What follows belongs to an exercise in optimizing a design on an open flow for small area and a short achievable clock period; a production flow would make more cautious choices. Only simulation tests tie the RTL to the original design; equivalence was not proved. Power is estimated from default activity; no workload was simulated.

==> job 8594 <==
==> flow/design.v <==
`timescale 1ns/1ns
package fetch_pkg;
    typedef logic [31:0] word_t;
    typedef enum logic [1:0] {
        strong_nt = 2'b00,
        weak_nt   = 2'b01,
        weak_t    = 2'b10,
        strong_t  = 2'b11
    } pred_state_e;
    typedef struct packed {
        logic  branch;
        logic  taken;
        logic  mispredict;
        word_t branch_pc;
        word_t dest;
    } resolve_t;
    typedef struct packed {
        word_t pc;
        word_t npc;
        word_t instr;
    } fetch_t;
endpackage
`timescale 1ns/1ns
module instruction_rom #(
    parameter int DEPTH = 32
) (
    input  logic [DEPTH-1:0] sel,
    output logic [1:0][31:0] instr_half_n
);
    localparam int HALF = DEPTH / 2;
    fetch_pkg::word_t rom [DEPTH];
    initial begin
        $readmemh("program.hex", rom);
    end
    always_comb begin
        for (int h = 0; h < 2; h++) begin
            instr_half_n[h] = '1;
            for (int w = 0; w < HALF; w++) begin
                instr_half_n[h] = instr_half_n[h] & ~(rom[h * HALF + w] & {32{sel[h * HALF + w]}});
            end
        end
    end
endmodule
`timescale 1ns/1ns
module target_buffer #(
    parameter int DEPTH = 32
) (
    input  logic                   clk,
    input  logic                   rst,
    input  logic [DEPTH-1:0]       target_we,
    input  fetch_pkg::word_t       target_data,
    output logic [DEPTH-1:0]       valid,
    input  logic [DEPTH-1:0]       any_sel,
    input  logic [DEPTH-1:0]       rd_sel,
    output logic [1:0][31:0]       rd_half_n
);
    localparam int HALF = DEPTH / 2;
    logic [DEPTH-1:0][31:0] next_addr;
    logic [DEPTH-1:0][31:0] rd_term;
    always_ff @(posedge clk) begin
        for (int i = 0; i < DEPTH; i++) begin
            if (target_we[i]) begin
                next_addr[i] <= target_data;
            end
        end
    end
    always_ff @(posedge clk or posedge rst) begin
        if (rst) begin
            valid <= '0;
        end else begin
            valid <= valid | target_we;
        end
    end
    for (genvar i = 0; i < DEPTH; i++) begin : g_entry
        for (genvar b = 0; b < 32; b++) begin : g_bit
            if (((i + 1) >> b) & 1) begin : g_one
                assign rd_term[i][b] = any_sel[i] && (next_addr[i][b] || !valid[i]);
            end else begin : g_zero
                assign rd_term[i][b] = rd_sel[i] && next_addr[i][b];
            end
        end
    end
    always_comb begin
        for (int h = 0; h < 2; h++) begin
            rd_half_n[h] = '1;
            for (int i = 0; i < HALF; i++) begin
                rd_half_n[h] = rd_half_n[h] & ~rd_term[h * HALF + i];
            end
        end
    end
endmodule
`timescale 1ns/1ns
module predictor_table #(
    parameter int DEPTH = 32
) (
    input  logic                     clk,
    input  logic                     rst,
    input  logic                     step_en,
    input  logic                     taken,
    input  logic [$clog2(DEPTH)-1:0] upd_idx,
    output logic [DEPTH-1:0]         target_we
);
    logic [DEPTH-1:0] dir;
    logic [DEPTH-1:0] sat;
    logic [DEPTH-1:0] hit;
    logic [DEPTH-1:0] cross_t;
    logic [DEPTH-1:0] cross_n;
    logic [3:0]       dec_lo;
    logic [7:0]       dec_hi;
    index_predecode u_dec (
        .idx (upd_idx),
        .en  (step_en),
        .lo  (dec_lo),
        .hi  (dec_hi)
    );
    always_comb begin
        for (int i = 0; i < DEPTH; i++) begin
            hit[i]     = dec_lo[i % 4] && dec_hi[i / 4];
            cross_t[i] = !sat[i] && !dir[i];
            cross_n[i] = !sat[i] && dir[i];
            target_we[i] = hit[i] && (taken ? cross_t[i] : cross_n[i]);
        end
    end
    always_ff @(posedge clk or posedge rst) begin
        if (rst) begin
            dir <= '0;
            sat <= '0;
        end else begin
            for (int i = 0; i < DEPTH; i++) begin
                dir[i] <= dir[i] ^ target_we[i];
                if (hit[i]) begin
                    sat[i] <= (dir[i] == taken);
                end
            end
        end
    end
endmodule
`timescale 1ns/1ns
module fetch_sequencer #(
    parameter int DEPTH = 32
) (
    input  logic                     clk,
    input  logic                     rst,
    input  logic                     stall,
    input  logic                     mem_stall,
    input  logic                     mispredict,
    input  fetch_pkg::word_t         dest,
    input  logic [1:0][31:0]         instr_half_n,
    input  logic [DEPTH-1:0]         valid,
    output logic [DEPTH-1:0]         any_sel,
    output logic [DEPTH-1:0]         rd_sel,
    input  logic [1:0][31:0]         rd_half_n,
    output fetch_pkg::word_t         fetch_pc,
    output fetch_pkg::word_t         fetch_npc,
    output fetch_pkg::word_t         fetch_instr
);
    localparam int IDX_W = $clog2(DEPTH);
    fetch_pkg::word_t fetch_addr;
    logic [IDX_W-1:0] fetch_idx;
    logic [3:0]       dec_lo;
    logic [7:0]       dec_hi;
    logic             load_en;
    assign fetch_addr = mispredict ? dest : npc_q;
    assign fetch_idx  = fetch_addr[IDX_W-1:0];
    assign load_en  = !mem_stall && (mispredict || !stall);
    index_predecode u_dec (
        .idx (fetch_idx),
        .en  (load_en),
        .lo  (dec_lo),
        .hi  (dec_hi)
    );
    always_comb begin
        for (int i = 0; i < DEPTH; i++) begin
            any_sel[i] = dec_lo[i % 4] && dec_hi[i / 4];
            rd_sel[i]  = valid[i] && dec_lo[i % 4] && dec_hi[i / 4];
        end
    end
    always_ff @(posedge clk or posedge rst) begin
        if (rst) begin
            fetch_pc <= '0;
        end else if (load_en) begin
            fetch_pc <= fetch_addr;
        end
    end
    fetch_pkg::word_t npc_q;
    fetch_pkg::word_t npc_nxt;
    assign npc_nxt = ~(rd_half_n[0] & rd_half_n[1] & ~(npc_q & {32{!load_en}}));
    always_ff @(posedge clk or posedge rst) begin
        if (rst) begin
            npc_q       <= '0;
            fetch_instr <= '0;
        end else begin
            npc_q       <= npc_nxt;
            fetch_instr <= ~(instr_half_n[0] & instr_half_n[1] &
                             ~(fetch_instr & {32{!load_en}}));
        end
    end
    port_reg u_npc_out (
        .clk (clk),
        .rst (rst),
        .d   (npc_nxt),
        .q   (fetch_npc)
    );
endmodule
module index_predecode (
    input  logic [4:0] idx,
    input  logic       en,
    output logic [3:0] lo,
    output logic [7:0] hi
);
    always_comb begin
        for (int i = 0; i < 4; i++) begin
            lo[i] = (idx[1:0] == 2'(i));
        end
        for (int i = 0; i < 8; i++) begin
            hi[i] = en && (idx[4:2] == 3'(i));
        end
    end
endmodule
module port_reg (
    input  logic             clk,
    input  logic             rst,
    input  fetch_pkg::word_t d,
    output fetch_pkg::word_t q
);
    always_ff @(posedge clk or posedge rst) begin
        if (rst) begin
            q <= '0;
        end else begin
            q <= d;
        end
    end
endmodule
`timescale 1ns/1ns
module fetch_unit #(
    parameter int DEPTH = 32
) (
    input  logic        clk,
    input  logic        rst,
    input  logic        stall,
    input  logic        mem_stall,
    input  logic        resolve_branch,
    input  logic        resolve_taken,
    input  logic        resolve_mispredict,
    input  logic [31:0] resolve_branch_pc,
    input  logic [31:0] resolve_dest,
    output logic [31:0] fetch_pc,
    output logic [31:0] fetch_npc,
    output logic [31:0] fetch_instr
);
    localparam int IDX_W = $clog2(DEPTH);
    logic [1:0][31:0] instr_half_n;
    logic [DEPTH-1:0] rd_sel;
    logic [DEPTH-1:0] any_sel;
    logic [DEPTH-1:0] valid;
    logic [1:0][31:0] rd_half_n;
    logic [DEPTH-1:0] target_we;
    fetch_sequencer #(
        .DEPTH (DEPTH)
    ) u_seq (
        .clk          (clk),
        .rst          (rst),
        .stall        (stall),
        .mem_stall    (mem_stall),
        .mispredict   (resolve_mispredict),
        .dest         (resolve_dest),
        .instr_half_n (instr_half_n),
        .valid        (valid),
        .any_sel      (any_sel),
        .rd_sel       (rd_sel),
        .rd_half_n    (rd_half_n),
        .fetch_pc     (fetch_pc),
        .fetch_npc    (fetch_npc),
        .fetch_instr  (fetch_instr)
    );
    instruction_rom #(
        .DEPTH (DEPTH)
    ) u_rom (
        .sel          (any_sel),
        .instr_half_n (instr_half_n)
    );
    target_buffer #(
        .DEPTH (DEPTH)
    ) u_tgt (
        .clk          (clk),
        .rst          (rst),
        .target_we    (target_we),
        .target_data  (resolve_dest),
        .valid        (valid),
        .any_sel      (any_sel),
        .rd_sel       (rd_sel),
        .rd_half_n    (rd_half_n)
    );
    predictor_table #(
        .DEPTH (DEPTH)
    ) u_pred (
        .clk        (clk),
        .rst        (rst),
        .step_en    (resolve_branch && !mem_stall),
        .taken      (resolve_taken),
        .upd_idx    (resolve_branch_pc[IDX_W-1:0]),
        .target_we  (target_we)
    );
endmodule
==> flow/program.hex <==
// One 32-bit instruction word per line, hex, word index 0 upward
00000013
00100093
00200113
002081b3
40110233
0041f2b3
0052e333
005343b3
00739413
0033d493
00a00513
00b50593
fea58ee3
00c58633
0062a6b3
00d68733
00e707b3
00f78833
010808b3
01188933
c0ffee01
012909b3
01398a33
014a0ab3
015a8b33
016b0bb3
017b8c33
018c0cb3
019c8d33
01ad0db3
01bd8e33
00008067
==> flow/flow/run.sh <==
#!/bin/bash
# The standard layout (the standard.sh, standard synthesis unchanged) with
# two changes made through ORFS's own environment hooks:
#  - port buffers are buf_2 cells rather than the slow delay cells that
#    buffer_ports picks by default;
#  - clock tree: larger sink clusters and no dummy loads.
# ORFS's per-step logs go to orfs/logs/; make's whole output to standard.log.
set -euo pipefail
export BUFFER_PORTS_ARGS="-buffer_cell sky130_fd_sc_hd__buf_2"
export CTS_ARGS="-sink_clustering_enable -repair_clock_nets -dont_use_dummy_load -sink_clustering_size 24 -sink_clustering_max_diameter 80"
bash standard.sh > standard.log 2>&1
==> flow/standard.sh <==
#!/bin/bash
# synth_recipe.tcl (not shown) runs the flow's synth.tcl, then flattens the netlist and writes it again
# the make line also repeats each setting of config.mk as NAME=value (left out here)
make -C /OpenROAD-flow-scripts/flow DESIGN_CONFIG=/design/flow/config.mk WORK_HOME=/design/flow/orfs CLKGATE_MAP_FILE= SYNTH_SCRIPT=/design/flow/synth_recipe.tcl "${@:-finish}"
==> flow/config.mk <==
export PLATFORM = sky130hd
export DESIGN_NAME = fetch_unit
export DESIGN_NICKNAME = fetch_unit
export VERILOG_FILES = /design/flow/design.v
export SDC_FILE = /design/flow/constraint.sdc
export NUM_CORES = 4
export LEC_CHECK = 0
export CAP_MARGIN = 20
export CORE_MARGIN = 2
export CORE_UTILIZATION = 65
export SETUP_SLACK_MARGIN = 3.0
export SLEW_MARGIN = 20
export SYNTH_HIERARCHICAL = 1
export SYNTH_MINIMUM_KEEP_SIZE = 0
export TNS_END_PERCENT = 0
==> flow/constraint.sdc <==
create_clock -name core_clock -period 5.0 [get_ports {clk}]
set_input_delay 1.0000 -clock core_clock [delete_from_list [all_inputs] [get_ports {clk}]]
set_output_delay 1.0000 -clock core_clock [all_outputs]
set_load 0.01 [all_outputs]
==> job 295: changes against job 8594 <==
==> flow/design.v, changed modules only <==
module target_buffer #(
    parameter int DEPTH = 32
) (
    input  logic                   clk,
    input  logic                   rst,
    input  logic [DEPTH-1:0]       target_we,
    input  logic [DEPTH-1:0]       target_keep,
    input  fetch_pkg::word_t       target_data,
    output logic [DEPTH-1:0]       valid,
    input  logic [DEPTH-1:0]       any_sel,
    input  logic [DEPTH-1:0]       rd_sel,
    output logic [1:0][31:0]       rd_half_n
);
    localparam int HALF = DEPTH / 2;
    logic [DEPTH-1:0][31:0] next_addr;
    logic [DEPTH-1:0][31:0] next_addr_nxt;
    logic [DEPTH-1:0][31:0] rd_term;
    table_rewrite #(
        .DEPTH (DEPTH)
    ) u_rewrite (
        .target_we   (target_we),
        .target_keep (target_keep),
        .target_data (target_data),
        .cur         (next_addr),
        .nxt         (next_addr_nxt)
    );
    always_ff @(posedge clk) begin
        next_addr <= next_addr_nxt;
    end
    always_ff @(posedge clk or posedge rst) begin
        if (rst) begin
            valid <= '0;
        end else begin
            valid <= valid | target_we;
        end
    end
    for (genvar i = 0; i < DEPTH; i++) begin : g_entry
        for (genvar b = 0; b < 32; b++) begin : g_bit
            if (((i + 1) >> b) & 1) begin : g_one
                assign rd_term[i][b] = any_sel[i] && (next_addr[i][b] || !valid[i]);
            end else begin : g_zero
                assign rd_term[i][b] = rd_sel[i] && next_addr[i][b];
            end
        end
    end
    always_comb begin
        for (int h = 0; h < 2; h++) begin
            rd_half_n[h] = '1;
            for (int i = 0; i < HALF; i++) begin
                rd_half_n[h] = rd_half_n[h] & ~rd_term[h * HALF + i];
            end
        end
    end
endmodule
module table_rewrite #(
    parameter int DEPTH = 32
) (
    input  logic [DEPTH-1:0]       target_we,
    input  logic [DEPTH-1:0]       target_keep,
    input  fetch_pkg::word_t       target_data,
    input  logic [DEPTH-1:0][31:0] cur,
    output logic [DEPTH-1:0][31:0] nxt
);
    always_comb begin
        for (int i = 0; i < DEPTH; i++) begin
            nxt[i] = (target_data & {32{target_we[i]}}) | (cur[i] & {32{target_keep[i]}});
        end
    end
endmodule
module predictor_table #(
    parameter int DEPTH = 32
) (
    input  logic                     clk,
    input  logic                     rst,
    input  logic                     step_en,
    input  logic                     taken,
    input  logic [$clog2(DEPTH)-1:0] upd_idx,
    output logic [DEPTH-1:0]         target_we,
    output logic [DEPTH-1:0]         target_keep
);
    logic [DEPTH-1:0] dir;
    logic [DEPTH-1:0] sat;
    logic [DEPTH-1:0] hit;
    logic [DEPTH-1:0] cross_t;
    logic [DEPTH-1:0] cross_n;
    logic [3:0]       dec_lo;
    logic [7:0]       dec_hi;
    index_predecode u_dec (
        .idx (upd_idx),
        .en  (step_en),
        .lo  (dec_lo),
        .hi  (dec_hi)
    );
    always_comb begin
        for (int i = 0; i < DEPTH; i++) begin
            hit[i]     = dec_lo[i % 4] && dec_hi[i / 4];
            cross_t[i] = !sat[i] && !dir[i];
            cross_n[i] = !sat[i] && dir[i];
            target_we[i] = hit[i] && (taken ? cross_t[i] : cross_n[i]);
            target_keep[i] = !target_we[i];
        end
    end
    always_ff @(posedge clk or posedge rst) begin
        if (rst) begin
            dir <= '0;
            sat <= '0;
        end else begin
            for (int i = 0; i < DEPTH; i++) begin
                dir[i] <= dir[i] ^ target_we[i];
                if (hit[i]) begin
                    sat[i] <= (dir[i] == taken);
                end
            end
        end
    end
endmodule
module fetch_unit #(
    parameter int DEPTH = 32
) (
    input  logic        clk,
    input  logic        rst,
    input  logic        stall,
    input  logic        mem_stall,
    input  logic        resolve_branch,
    input  logic        resolve_taken,
    input  logic        resolve_mispredict,
    input  logic [31:0] resolve_branch_pc,
    input  logic [31:0] resolve_dest,
    output logic [31:0] fetch_pc,
    output logic [31:0] fetch_npc,
    output logic [31:0] fetch_instr
);
    localparam int IDX_W = $clog2(DEPTH);
    logic [1:0][31:0] instr_half_n;
    logic [DEPTH-1:0] rd_sel;
    logic [DEPTH-1:0] any_sel;
    logic [DEPTH-1:0] valid;
    logic [1:0][31:0] rd_half_n;
    logic [DEPTH-1:0] target_we;
    logic [DEPTH-1:0] target_keep;
    fetch_sequencer #(
        .DEPTH (DEPTH)
    ) u_seq (
        .clk          (clk),
        .rst          (rst),
        .stall        (stall),
        .mem_stall    (mem_stall),
        .mispredict   (resolve_mispredict),
        .dest         (resolve_dest),
        .instr_half_n (instr_half_n),
        .valid        (valid),
        .any_sel      (any_sel),
        .rd_sel       (rd_sel),
        .rd_half_n    (rd_half_n),
        .fetch_pc     (fetch_pc),
        .fetch_npc    (fetch_npc),
        .fetch_instr  (fetch_instr)
    );
    instruction_rom #(
        .DEPTH (DEPTH)
    ) u_rom (
        .sel          (any_sel),
        .instr_half_n (instr_half_n)
    );
    target_buffer #(
        .DEPTH (DEPTH)
    ) u_tgt (
        .clk          (clk),
        .rst          (rst),
        .target_we    (target_we),
        .target_keep  (target_keep),
        .target_data  (resolve_dest),
        .valid        (valid),
        .any_sel      (any_sel),
        .rd_sel       (rd_sel),
        .rd_half_n    (rd_half_n)
    );
    predictor_table #(
        .DEPTH (DEPTH)
    ) u_pred (
        .clk        (clk),
        .rst        (rst),
        .step_en    (resolve_branch && !mem_stall),
        .taken      (resolve_taken),
        .upd_idx    (resolve_branch_pc[IDX_W-1:0]),
        .target_we  (target_we),
        .target_keep(target_keep)
    );
endmodule
- CORE_UTILIZATION: 65 -> 60
- SETUP_SLACK_MARGIN: 3.0 -> 3.1
==> comparison table <==
	job 295	job 8594
Run status	timing/DRC/antenna clean	timing/DRC/antenna clean
Internal power of the cells	14100 µW	14400 µW
End of the critical path	u_tgt.next_addr[844]	u_seq.u_npc_out.q[4]
Worst EP required	5.58 ns	5.48 ns
Number of vias per cell	7.63	7.05
DIE AREA	0.0834 mm²	0.0748 mm²
Register Area	0.0261 mm²	0.0364 mm²
Portion of total power attributed to the clock network	27.5%	26.9%
Critical path depth	7	10
Most common library cell in the layout ignoring fill and taps	sky130_fd_sc_hd__a22o_1	sky130_fd_sc_hd__edfxtp_1
Share of power burned in combinational logic	12.1%	9.0%
Clock latency of the later-clocked register in the worst-skew pair	0.69 ns	0.67 ns
Register share of the cell area	50.0%	70.5%
Post-Layout Cell Count	5162	3909
Largest area contributor in the synthesized netlist	sky130_fd_sc_hd__dfxtp_1	sky130_fd_sc_hd__edfxtp_1
Final core utilization	64.9%	71.9%
Post-Synthesis Cell Area	0.0486 mm²	0.0472 mm²
Number of synthesized flops with an enable pin	0	1024
Aggregate routed wire length	184000 µm	128000 µm
P_sw	5060 µW	4300 µW

port drivers added, routing unchanged:
No port has a modelled driver above. Below, the same layouts with a new extraction and two added sets of constraints.
Step 1 (the two cells are an assumption about what drives the block):
set clk [get_ports {clk}]
set_driving_cell -lib_cell sky130_fd_sc_hd__clkbuf_16 $clk
set_driving_cell -lib_cell sky130_fd_sc_hd__buf_2 [delete_from_list [all_inputs] $clk]
Step 2 times the ports against the registers' clock, not the clock port: input delays grow and output delays shrink by t, the midpoint of the rising clock arrivals with the driver on.
a / b / c = ideal ports / drivers / drivers and shift; a / b = the first two.
run	t, ns	setup slack, ns	worst setup path after step 2	slew at the worst register clock pin (ns)
job 8594	0.716	2.243 / 2.232 / 1.516	input to register	0.10 / 0.10
job 295	0.744	2.328 / 2.261 / 1.517	input to register	0.10 / 0.10
After both steps setup and hold are still met in every run listed. The setup slack of job 295, which loses most, moves by -0.067 ns with the drivers and by -0.811 ns with both steps.
